This design comes from an exercise in tuning for a short achievable clock period and few clock cycles per item on the open sky130 flow, not from production work. Function was checked by simulation only, so behaviour that the tests miss may differ from the original. Power and IR drop assume default switching activity.

==> run C: inputs <==
// rv_exec_top
module rv_exec_top
#(
  parameter int XLEN = XLEN_DEFAULT
) (
  input  logic            in_clk,
  input  logic            in_rst,
  input  logic            instr_valid_i,
  output logic                 instr_ready_o,
  input  logic [4:0]        op_i,
  input  logic [4:0]      rd_i,
  input  logic [4:0]      rs1_i,
  input  logic [4:0]      rs2_i,
  input  logic [XLEN-1:0] imm_i,
  input  logic [XLEN-1:0] pc_i,
  output logic                 res_valid_o,
  input  logic            res_ready_i,
  output logic [4:0]           res_rd_o,
  output logic [XLEN-1:0]      res_data_o
);
==> flow/config.mk <==
export PLATFORM = sky130hd
export DESIGN_NAME = rv_exec_top
export DESIGN_NICKNAME = rv_exec_top
export VERILOG_FILES = /design/flow/design.v
export SDC_FILE = /design/flow/constraint.sdc
export NUM_CORES = 4
export LEC_CHECK = 0
export CAP_MARGIN = 20
export CORE_MARGIN = 2
export CORE_UTILIZATION = 65
export CTS_CLUSTER_DIAMETER = 100
export CTS_CLUSTER_SIZE = 20
export SETUP_SLACK_MARGIN = 3.2
export SLEW_MARGIN = 20
export SYNTH_HIERARCHICAL = 1
==> flow/constraint.sdc <==
create_clock -name core_clock -period 5.5 [get_ports {in_clk}]
set_input_delay 1.1000 -clock core_clock [delete_from_list [all_inputs] [get_ports {in_clk}]]
set_output_delay 1.1000 -clock core_clock [all_outputs]
set_load 0.01 [all_outputs]
run.sh (not shown) runs the stock make flow with config.mk's settings and CLKGATE_MAP_FILE= SYNTH_SCRIPT=/design/flow/synth_recipe.tcl, a recipe that flattens the netlist after the stock synthesis.
==> run X (differences from run C) <==
--- a/flow/design.v
+++ b/flow/design.v
@@ -101,20 +101,13 @@
   output logic                d_log_xor_o,
   output logic                d_sel_sll_o,
   output logic                d_sel_sr_o,
   output logic                d_sra_o,
   output logic [3:0]          d_sh_h_o,
   output logic [3:0]          d_sh_m_o,
-  output logic                d_sh_4_o,
-  output logic [3:0]          d_shl_o,
-  output logic [3:0]          d_shr_o,
-  output logic [3:0]          d_shm_o,
-  output logic                d_sh4_o,
-  output logic                d_shl_fr_o,
-  output logic                d_shr_fr_o,
-  output logic                d_sh_fr_o
+  output logic                d_sh_4_o
 );
   logic            s_valid;
   logic [4:0]      s_op;
   logic [4:0]      s_rd;
   logic [4:0]      s_rs1;
   logic [4:0]      s_rs2;
@@ -356,15 +349,12 @@
     end
     for (int k = 0; k < 4; k++) begin
       amt_h[k] = (amt[1:0] == 2'(k));
       amt_m[k] = (amt[3:2] == 2'(k));
     end
   end
-  logic sh_l, sh_r;
-  assign sh_l = sel_sll && !f_fx1 && !f_fx2;
-  assign sh_r = sel_sr && !f_fx1 && !f_fx2;
   logic [4:0][XLEN-1:0] d_ag;
   logic [4:0][XLEN-1:0] d_bg;
   always_ff @(posedge in_clk or negedge in_rst) begin
     if (!in_rst) begin
       d_valid_o <= 1'b0;
     end else begin
@@ -392,19 +382,12 @@
     d_sel_sll_o <= sel_sll;
     d_sel_sr_o  <= sel_sr;
     d_sra_o     <= sra;
     d_sh_h_o    <= amt_h;
     d_sh_m_o    <= amt_m;
     d_sh_4_o    <= amt[4];
-    d_shl_o     <= amt_h & {4{sh_l && !f_fr2}};
-    d_shr_o     <= amt_h & {4{sh_r && !f_fr2}};
-    d_shm_o     <= amt_m & {4{!f_fr2}};
-    d_sh4_o     <= amt[4] && !f_fr2;
-    d_shl_fr_o  <= sh_l && f_fr2;
-    d_shr_fr_o  <= sh_r && f_fr2;
-    d_sh_fr_o   <= (sel_sll || sel_sr) && f_fr2;
   end
   assign d_a_o = d_ag[0] | d_ag[1] | d_ag[2] | d_ag[3] | d_ag[4] | ({XLEN{d_fr1_o}} & r_data_i);
   assign d_b_o = d_bg[0] | d_bg[1] | d_bg[2] | d_bg[3] | d_bg[4] | ({XLEN{d_fr2_o}} & r_data_i);
 endmodule
 `default_nettype wire
 `default_nettype none
@@ -432,19 +415,12 @@
   input  logic                d_sel_sll_i,
   input  logic                d_sel_sr_i,
   input  logic                d_sra_i,
   input  logic [3:0]          d_sh_h_i,
   input  logic [3:0]          d_sh_m_i,
   input  logic                d_sh_4_i,
-  input  logic [3:0]          d_shl_i,
-  input  logic [3:0]          d_shr_i,
-  input  logic [3:0]          d_shm_i,
-  input  logic                d_sh4_i,
-  input  logic                d_shl_fr_i,
-  input  logic                d_shr_fr_i,
-  input  logic                d_sh_fr_i,
   output logic                x_valid_o,
   output logic [4:0]          x_rd_o,
   output logic                r_valid_o,
   output logic [4:0]          r_rd_o,
   output logic [XLEN-1:0]     r_data_o,
   output logic [NUM_REGS-1:0] r_wsel_o
@@ -456,17 +432,13 @@
   logic            x_inv;
   logic            x_sgn;
   logic            x_sel_add;
   logic            x_sel_lt;
   logic            x_log_and;
   logic            x_log_xor;
-  logic [XLEN-1:0] x_shl2;      
-  logic [XLEN-1:0] x_shr2;      
-  logic            x_sh16;
-  logic            x_shfill;
-  logic [XLEN-1:0] x_shv;
+  logic [XLEN-1:0] x_shv;       
   logic [3:0]      xsh_l;        
   logic [3:0]      xsh_r;        
   logic [3:0]      xsh_m;
   logic            xsh_4;
   logic            x_sra;
   logic [W-1:0] ea;
@@ -488,18 +460,14 @@
     .a_i     (x_a),
     .shl_h_i (xsh_l),
     .shr_h_i (xsh_r),
     .m_i     (xsh_m),
     .s4_i    (xsh_4),
     .fill_i  (x_sra & x_a[XLEN-1]),
-    .l_o     (),
-    .r_o     (),
     .y_o     (xsh)
   );
-  assign x_shv = (x_sh16 ? (x_shl2 << 16) : x_shl2)
-               | (x_sh16 ? {{16{x_shfill}}, x_shr2[XLEN-1:16]} : x_shr2);
   logic [XLEN-1:0] other;
   logic [XLEN-1:0] sp;
   logic [XLEN-1:0] res_c0;    
   logic [XLEN-1:0] res_c1;    
   logic [XLEN-1:0] csel;      
   logic [XLEN-1:0] fast;
@@ -544,41 +512,29 @@
     .y_o   (b_nxt)
   );
   logic       d_sh_fast;
   logic [4:0] damt;
   logic [3:0] dsh_h;
   logic [3:0] dsh_m;
+  logic [XLEN-1:0] d_shv;
   assign d_sh_fast = !d_fx1_i && !d_fx2_i;
   assign damt      = r_data_o[4:0];
   always_comb begin
     for (int k = 0; k < 4; k++) begin
       dsh_h[k] = d_fr2_i ? (damt[1:0] == 2'(k)) : d_sh_h_i[k];
       dsh_m[k] = d_fr2_i ? (damt[3:2] == 2'(k)) : d_sh_m_i[k];
     end
   end
-  logic [3:0] rsh_h;
-  logic [3:0] rsh_m;
-  always_comb begin
-    for (int k = 0; k < 4; k++) begin
-      rsh_h[k] = (damt[1:0] == 2'(k));
-      rsh_m[k] = (damt[3:2] == 2'(k));
-    end
-  end
-  logic [XLEN-1:0] d_shl2, d_shr2;
-  logic            d_shfill;
-  assign d_shfill = d_sra_i && d_sh_fast && base_a[XLEN-1];
-  rv_shift #(.XLEN(XLEN), .BY16(0)) u_dshift (
+  rv_shift #(.XLEN(XLEN)) u_dshift (
     .a_i     (base_a),
-    .shl_h_i (d_shl_i | (rsh_h & {4{d_shl_fr_i}})),
-    .shr_h_i (d_shr_i | (rsh_h & {4{d_shr_fr_i}})),
-    .m_i     (d_shm_i | (rsh_m & {4{d_sh_fr_i}})),
-    .s4_i    (1'b0),
-    .fill_i  (d_shfill),
-    .l_o     (d_shl2),
-    .r_o     (d_shr2),
-    .y_o     ()
+    .shl_h_i (dsh_h & {4{d_sel_sll_i && d_sh_fast}}),
+    .shr_h_i (dsh_h & {4{d_sel_sr_i && d_sh_fast}}),
+    .m_i     (dsh_m),
+    .s4_i    (d_fr2_i ? damt[4] : d_sh_4_i),
+    .fill_i  (d_sra_i && d_sh_fast && base_a[XLEN-1]),
+    .y_o     (d_shv)
   );
   always_ff @(posedge in_clk or negedge in_rst) begin
     if (!in_rst) begin
       x_valid_o <= 1'b0;
     end else begin
       x_valid_o <= d_valid_i;
@@ -594,16 +550,13 @@
     x_inv     <= d_inv_i;
     x_sgn     <= d_sgn_i;
     x_sel_add <= d_sel_add_i;
     x_sel_lt  <= d_sel_lt_i;
     x_log_and <= d_log_and_i;
     x_log_xor <= d_log_xor_i;
-    x_shl2     <= d_shl2;
-    x_shr2     <= d_shr2;
-    x_sh16     <= d_sh4_i | (damt[4] && d_sh_fr_i);
-    x_shfill   <= d_shfill;
+    x_shv      <= d_shv;
     xsh_l      <= dsh_h & {4{d_sel_sll_i && !d_sh_fast}};
     xsh_r      <= dsh_h & {4{d_sel_sr_i && !d_sh_fast}};
     xsh_m      <= dsh_m;
     xsh_4      <= d_fr2_i ? damt[4] : d_sh_4_i;
     x_sra      <= d_sra_i && !d_sh_fast;
   end
@@ -713,23 +666,20 @@
 );
   assign g_o = ~(gn_hi_i & (tn_hi_i | gn_lo_i));
   assign t_o = ~(tn_hi_i | tn_lo_i);
 endmodule
 module rv_shift
 #(
-  parameter int XLEN = 32,
-  parameter bit BY16 = 1
+  parameter int XLEN = 32
 ) (
   input  logic [XLEN-1:0] a_i,
   input  logic [3:0]      shl_h_i,
   input  logic [3:0]      shr_h_i,
   input  logic [3:0]      m_i,
   input  logic            s4_i,
   input  logic            fill_i,
-  output logic [XLEN-1:0] l_o,
-  output logic [XLEN-1:0] r_o,
   output logic [XLEN-1:0] y_o
 );
   logic [XLEN-1:0] l1, l2;
   logic [XLEN-1:0] q1, q2;
   always_comb begin
     l1 = '0;
@@ -741,19 +691,13 @@
     l2 = '0;
     q2 = '0;
     for (int k = 0; k < 4; k++) begin
       l2 = l2 | ({XLEN{m_i[k]}} & (l1 << (4 * k)));
       q2 = q2 | ({XLEN{m_i[k]}} & XLEN'($signed({fill_i, q1}) >>> (4 * k)));
     end
-    l_o = l2;
-    r_o = q2;
-    if (BY16) begin
-      y_o = (s4_i ? (l2 << 16) : l2) | (s4_i ? XLEN'($signed({fill_i, q2}) >>> 16) : q2);
-    end else begin
-      y_o = '0;
-    end
+    y_o = (s4_i ? (l2 << 16) : l2) | (s4_i ? XLEN'($signed({fill_i, q2}) >>> 16) : q2);
   end
 endmodule
 module rv_csel
 #(
   parameter int W = 31
 ) (
@@ -933,19 +877,12 @@
   logic                d_sel_sll;
   logic                d_sel_sr;
   logic                d_sra;
   logic [3:0]          d_sh_h;
   logic [3:0]          d_sh_m;
   logic                d_sh_4;
-  logic [3:0]          d_shl;
-  logic [3:0]          d_shr;
-  logic [3:0]          d_shm;
-  logic                d_sh4;
-  logic                d_shl_fr;
-  logic                d_shr_fr;
-  logic                d_sh_fr;
   logic                x_valid;
   logic [4:0]          x_rd;
   logic                r_valid;
   logic [4:0]          r_rd;
   logic [XLEN-1:0]     r_data;
   logic [NUM_REGS-1:0] r_wsel;
@@ -992,20 +929,13 @@
     .d_log_xor_o (d_log_xor),
     .d_sel_sll_o (d_sel_sll),
     .d_sel_sr_o  (d_sel_sr),
     .d_sra_o     (d_sra),
     .d_sh_h_o    (d_sh_h),
     .d_sh_m_o    (d_sh_m),
-    .d_sh_4_o    (d_sh_4),
-    .d_shl_o     (d_shl),
-    .d_shr_o     (d_shr),
-    .d_shm_o     (d_shm),
-    .d_sh4_o     (d_sh4),
-    .d_shl_fr_o  (d_shl_fr),
-    .d_shr_fr_o  (d_shr_fr),
-    .d_sh_fr_o   (d_sh_fr)
+    .d_sh_4_o    (d_sh_4)
   );
   rv_alu #(.XLEN(XLEN)) u_alu (
     .in_clk      (in_clk),
     .in_rst      (in_rst),
     .d_valid_i   (d_valid),
     .d_rd_i      (d_rd),
@@ -1024,19 +954,12 @@
     .d_sel_sll_i (d_sel_sll),
     .d_sel_sr_i  (d_sel_sr),
     .d_sra_i     (d_sra),
     .d_sh_h_i    (d_sh_h),
     .d_sh_m_i    (d_sh_m),
     .d_sh_4_i    (d_sh_4),
-    .d_shl_i     (d_shl),
-    .d_shr_i     (d_shr),
-    .d_shm_i     (d_shm),
-    .d_sh4_i     (d_sh4),
-    .d_shl_fr_i  (d_shl_fr),
-    .d_shr_fr_i  (d_shr_fr),
-    .d_sh_fr_i   (d_sh_fr),
     .x_valid_o   (x_valid),
     .x_rd_o      (x_rd),
     .r_valid_o   (r_valid),
     .r_rd_o      (r_rd),
     .r_data_o    (r_data),
     .r_wsel_o    (r_wsel)
CAP_MARGIN = 50   (was 20)
CORE_UTILIZATION = 72   (was 65)
SLEW_MARGIN = 50   (was 20)
==> summary of the runs <==
Run X passed the timing, DRC and antenna checks. Run C produced a clean layout.
Of run X and run C, run X has the higher total power (gap 2.7%, measured against run C).
Against run C, the clock skew of run X is lower by 0.0079 ns.
Of run C and run X, run X has the higher first-iteration DRC count (gap about 6.4%, measured against run X).
Of run C and run X, run X has the higher non-clock buffer count (gap 29).
==> figures <==
metric	run X	run C
Routed vias/inst	7.61	7.46
Origin of the worst setup path	u_alu.r_data_o[6]	u_alu.xsh_4
Final Power	53,200 uW	51,900 uW
Arrival @ worst endpoint	3.12 ns	3.17 ns
Met2 Usage GRT	68.5%	65.7%
Area Overhead vs Synth	9.22%	8.69%
Area occupied by registers	53,500 um^2	54,400 um^2
Run status	no timing/DRC/antenna violations	no timing/DRC/antenna violations
Fraction of final layout cells sized beyond drive strength 1	29.5%	27.9%
Post-Synthesis Mean Instance Area	11.9 um^2	11.9 um^2
Testbench counts of run C, summed over its fixed seeds: cycles 12,106, items 12,000.
Testbench counts of run X, summed over its fixed seeds: cycles 12,106, items 12,000.

---

==> try-willow: inputs <==
rv_exec_top, a different RTL version from the one above (not shown whole).
Settings: LEC_CHECK=0, CAP_MARGIN=20, CORE_MARGIN=2, CORE_UTILIZATION=65, CTS_CLUSTER_DIAMETER=100, CTS_CLUSTER_SIZE=25, SETUP_SLACK_MARGIN=3.2, SLEW_MARGIN=20, SYNTH_HIERARCHICAL=1; clock period 5.5 ns.
==> try-zinc (differences from try-willow) <==
--- a/flow/design.v
+++ b/flow/design.v
@@ -100,13 +100,16 @@
   output logic                d_sel_add_o,
   output logic                d_sel_lt_o,
   output logic                d_log_and_o,
   output logic                d_log_xor_o,
   output logic                d_sel_sll_o,
   output logic                d_sel_sr_o,
-  output logic                d_sra_o
+  output logic                d_sra_o,
+  output logic [3:0]          d_sh_h_o,
+  output logic [3:0]          d_sh_m_o,
+  output logic                d_sh_4_o
 );
   logic            s_valid;
   logic [4:0]      s_op;
   logic [4:0]      s_rd;
   logic [4:0]      s_rs1;
   logic [4:0]      s_rs2;
@@ -222,17 +225,17 @@
       f_imm      <= n_imm;
       f_pc       <= n_pc;
       f_pc_used  <= n_pc_used;
       f_imm_used <= (n_op < OP_ADD);
       f_oh1      <= n_oh1;
       f_oh2      <= n_oh2;
-      f_rsel1    <= n_oh1 & {NUM_REGS{!n_fb1}};
-      f_rsel2    <= n_oh2 & {NUM_REGS{!n_fb2}};
+      f_rsel1    <= n_oh1 & {NUM_REGS{!n_fb1 && !n_fr1}};
+      f_rsel2    <= n_oh2 & {NUM_REGS{!n_fb2 && !n_fr2}};
     end else begin
-      f_rsel1    <= f_oh1 & {NUM_REGS{!f_fr1}};
-      f_rsel2    <= f_oh2 & {NUM_REGS{!f_fr2}};
+      f_rsel1    <= f_oh1 & {NUM_REGS{!f_fr1 && !f_fx1}};
+      f_rsel2    <= f_oh2 & {NUM_REGS{!f_fr2 && !f_fx2}};
     end
   end
   assign rsel1_o = f_rsel1;
   assign rsel2_o = f_rsel2;
   logic inv;
   logic sgn;
@@ -273,12 +276,25 @@
       default:  ;
     endcase
   end
   logic d_shift;
   assign d_shift = (d_sel_sll_o || d_sel_sr_o) && (d_fx1_o || d_fx2_o);
   assign f_stall = f_valid && (f_fx1 || f_fx2) && d_shift;
+  logic [4:0] amt;
+  logic [3:0] amt_h;
+  logic [3:0] amt_m;
+  always_comb begin
+    amt = ({5{f_fb2 && !f_fr2}} & r_data_i[4:0]) | ({5{f_imm_used}} & f_imm[4:0]);
+    for (int k = 0; k < 4; k++) begin
+      amt = amt | rgrp2_i[k][4:0];
+    end
+    for (int k = 0; k < 4; k++) begin
+      amt_h[k] = (amt[1:0] == 2'(k));
+      amt_m[k] = (amt[3:2] == 2'(k));
+    end
+  end
   logic [4:0][XLEN-1:0] d_ag;
   logic [4:0][XLEN-1:0] d_bg;
   always_ff @(posedge in_clk or negedge in_rst) begin
     if (!in_rst) begin
       d_valid_o <= 1'b0;
     end else begin
@@ -287,14 +303,14 @@
   end
   always_ff @(posedge in_clk) begin
     for (int k = 0; k < 4; k++) begin
       d_ag[k] <= rgrp1_i[k];
       d_bg[k] <= rgrp2_i[k];
     end
-    d_ag[4]     <= ({XLEN{f_fb1}} & r_data_i) | ({XLEN{f_pc_used}} & f_pc);
-    d_bg[4]     <= ({XLEN{f_fb2}} & r_data_i) | ({XLEN{f_imm_used}} & f_imm);
+    d_ag[4]     <= ({XLEN{f_fb1 && !f_fr1}} & r_data_i) | ({XLEN{f_pc_used}} & f_pc);
+    d_bg[4]     <= ({XLEN{f_fb2 && !f_fr2}} & r_data_i) | ({XLEN{f_imm_used}} & f_imm);
     d_rd_o      <= f_rd;
     d_fx1_o     <= f_fx1;
     d_fx2_o     <= f_fx2;
     d_fr1_o     <= f_fr1;
     d_fr2_o     <= f_fr2;
     d_inv_o     <= inv;
@@ -303,15 +319,18 @@
     d_sel_lt_o  <= sel_lt;
     d_log_and_o <= sel_and || sel_or;
     d_log_xor_o <= sel_xor || sel_or;
     d_sel_sll_o <= sel_sll;
     d_sel_sr_o  <= sel_sr;
     d_sra_o     <= sra;
+    d_sh_h_o    <= amt_h;
+    d_sh_m_o    <= amt_m;
+    d_sh_4_o    <= amt[4];
   end
-  assign d_a_o = d_ag[0] | d_ag[1] | d_ag[2] | d_ag[3] | d_ag[4];
-  assign d_b_o = d_bg[0] | d_bg[1] | d_bg[2] | d_bg[3] | d_bg[4];
+  assign d_a_o = d_ag[0] | d_ag[1] | d_ag[2] | d_ag[3] | d_ag[4] | ({XLEN{d_fr1_o}} & r_data_i);
+  assign d_b_o = d_bg[0] | d_bg[1] | d_bg[2] | d_bg[3] | d_bg[4] | ({XLEN{d_fr2_o}} & r_data_i);
 endmodule
 `default_nettype wire
 `default_nettype none
 import rv_exec_pkg::*;
 module rv_alu
 #(
@@ -333,12 +352,15 @@
   input  logic                d_sel_lt_i,
   input  logic                d_log_and_i,
   input  logic                d_log_xor_i,
   input  logic                d_sel_sll_i,
   input  logic                d_sel_sr_i,
   input  logic                d_sra_i,
+  input  logic [3:0]          d_sh_h_i,
+  input  logic [3:0]          d_sh_m_i,
+  input  logic                d_sh_4_i,
   output logic                x_valid_o,
   output logic [4:0]          x_rd_o,
   output logic                r_valid_o,
   output logic [4:0]          r_rd_o,
   output logic [XLEN-1:0]     r_data_o,
   output logic [NUM_REGS-1:0] r_wsel_o
@@ -415,14 +437,14 @@
     .y_o   (fast)
   );
   assign result = fast | xsh;
   logic [XLEN-1:0] base_a, base_b;
   logic [XLEN-1:0] a_nxt, b_nxt;
   logic [XLEN-1:0] a_c1, a_c0, b_c1, b_c0;
-  assign base_a = d_fr1_i ? r_data_o : d_a_i;
-  assign base_b = d_fr2_i ? r_data_o : d_b_i;
+  assign base_a = d_a_i;
+  assign base_b = d_b_i;
   assign a_c1 = (d_fx1_i ? res_c1 : base_a) ^ {XLEN{d_inv_i}};
   assign a_c0 = (d_fx1_i ? res_c0 : base_a) ^ {XLEN{d_inv_i}};
   assign b_c1 =  d_fx2_i ? res_c1 : base_b;
   assign b_c0 =  d_fx2_i ? res_c0 : base_b;
   rv_csel #(.W(XLEN)) u_sel_a (
     .sel_i (csel),
@@ -439,25 +461,25 @@
   logic       d_sh_fast;
   logic [4:0] damt;
   logic [3:0] dsh_h;
   logic [3:0] dsh_m;
   logic [XLEN-1:0] d_shv;
   assign d_sh_fast = !d_fx1_i && !d_fx2_i;
-  assign damt      = base_b[4:0];
+  assign damt      = r_data_o[4:0];
   always_comb begin
     for (int k = 0; k < 4; k++) begin
-      dsh_h[k] = (damt[1:0] == 2'(k));
-      dsh_m[k] = (damt[3:2] == 2'(k));
+      dsh_h[k] = d_fr2_i ? (damt[1:0] == 2'(k)) : d_sh_h_i[k];
+      dsh_m[k] = d_fr2_i ? (damt[3:2] == 2'(k)) : d_sh_m_i[k];
     end
   end
   rv_shift #(.XLEN(XLEN)) u_dshift (
     .a_i     (base_a),
     .shl_h_i (dsh_h & {4{d_sel_sll_i && d_sh_fast}}),
     .shr_h_i (dsh_h & {4{d_sel_sr_i && d_sh_fast}}),
     .m_i     (dsh_m),
-    .s4_i    (damt[4]),
+    .s4_i    (d_fr2_i ? damt[4] : d_sh_4_i),
     .fill_i  (d_sra_i && d_sh_fast && base_a[XLEN-1]),
     .y_o     (d_shv)
   );
   always_ff @(posedge in_clk or negedge in_rst) begin
     if (!in_rst) begin
       x_valid_o <= 1'b0;
@@ -796,12 +818,15 @@
   logic                d_sel_lt;
   logic                d_log_and;
   logic                d_log_xor;
   logic                d_sel_sll;
   logic                d_sel_sr;
   logic                d_sra;
+  logic [3:0]          d_sh_h;
+  logic [3:0]          d_sh_m;
+  logic                d_sh_4;
   logic                x_valid;
   logic [4:0]          x_rd;
   logic                r_valid;
   logic [4:0]          r_rd;
   logic [XLEN-1:0]     r_data;
   logic [NUM_REGS-1:0] r_wsel;
@@ -847,13 +872,16 @@
     .d_sel_add_o (d_sel_add),
     .d_sel_lt_o  (d_sel_lt),
     .d_log_and_o (d_log_and),
     .d_log_xor_o (d_log_xor),
     .d_sel_sll_o (d_sel_sll),
     .d_sel_sr_o  (d_sel_sr),
-    .d_sra_o     (d_sra)
+    .d_sra_o     (d_sra),
+    .d_sh_h_o    (d_sh_h),
+    .d_sh_m_o    (d_sh_m),
+    .d_sh_4_o    (d_sh_4)
   );
   rv_alu #(.XLEN(XLEN)) u_alu (
     .in_clk      (in_clk),
     .in_rst      (in_rst),
     .d_valid_i   (d_valid),
     .d_rd_i      (d_rd),
@@ -869,12 +897,15 @@
     .d_sel_lt_i  (d_sel_lt),
     .d_log_and_i (d_log_and),
     .d_log_xor_i (d_log_xor),
     .d_sel_sll_i (d_sel_sll),
     .d_sel_sr_i  (d_sel_sr),
     .d_sra_i     (d_sra),
+    .d_sh_h_i    (d_sh_h),
+    .d_sh_m_i    (d_sh_m),
+    .d_sh_4_i    (d_sh_4),
     .x_valid_o   (x_valid),
     .x_rd_o      (x_rd),
     .r_valid_o   (r_valid),
     .r_rd_o      (r_rd),
     .r_data_o    (r_data),
     .r_wsel_o    (r_wsel)
Settings changed: CTS_CLUSTER_SIZE 25 to 20.
==> results.txt <==
Design area - 110000 µm²
Multi-input gate share of the layout cell area - 41.2%
Sw frac - 38.8%
Width of the die - 394 µm
Nets - 8395
Area grow syn2layout - 11.4%
Cells after DPL - 9907
Hold WS - 0.299 ns
Setup slack, reg-to-reg - 2.96 ns
Clk power - 9.47 mW
Critical R2R Capture - u_alu.r_data_o[6]
Status - complete, no violations
Multi-input logic area - 45300 µm²
Global-route wire length before repair - 512000 µm
Reg clk slew, reported paths - 0.09 ns
CTS sink count - 2133
Metal3 WL - 50200 µm
Final period utilization - 46.2%
Logic inverters - 123
[end of results for try-zinc]
==> results.txt <==
Multi-input gate share of the layout cell area - 41.9%
Nets - 8346
Sw frac - 39.5%
Logic inverters - 114
Hold WS - 0.320 ns
Cells after DPL - 9855
Setup slack, reg-to-reg - 2.89 ns
Area grow syn2layout - 11.0%
CTS sink count - 2124
Seq/total area - 47.3%
Clk power - 8.70 mW
Busiest grt layer - met2
Status - complete, no violations
Reg clk slew, reported paths - 0.11 ns
Metal3 WL - 49400 µm
Multi-input logic area - 46100 µm²
Global-route wire length before repair - 520000 µm
Width of the die - 395 µm
Design area - 110000 µm²
Number of setup violations in the final report - 0
[end of results for try-willow]
Testbench counts of try-willow, summed over its fixed seeds: cycles 12,057, items 12,000.
Testbench counts of try-zinc, summed over its fixed seeds: cycles 12,057, items 12,000.

-- afterwards: timing with drivers on the ports --
How much do the figures lean on ideal ports? The routed layouts below were timed once more, with nothing changed but the port constraints.
Step 1 sets driving cells, clkbuf_16 on the clock port and buf_2 on the other inputs (assumed; they add their load-dependent delay and slew).
Step 2, shift: input delay + t, output delay - t, t = (earliest + latest rising clock arrival at the registers) / 2. This alone moves slack from input paths to output paths.
a / b / c = ideal / step 1 / step 2; a / b = the first two.
run | t, ns | setup WS [ns] | hold slack, ns | latest minus earliest clock arrival (ns)
run C | 0.895 | 3.059 / 3.000 / 2.384 | 0.331 / 0.334 / 0.334 | 0.055 / 0.055
run X | 0.871 | 3.036 / 3.031 / 2.426 | 0.257 / 0.225 / 0.329 | 0.047 / 0.047
try-willow | 0.861 | 2.892 / 2.892 / 2.417 | 0.320 / 0.284 / 0.320 | 0.039 / 0.039
try-zinc | 0.881 | 2.962 / 2.962 / 2.202 | 0.299 / 0.269 / 0.328 | 0.063 / 0.063
After both steps every run listed still meets setup and hold. The setup slack of try-zinc, which loses most, moves by 0.000 ns with the drivers and by -0.760 ns with both steps.
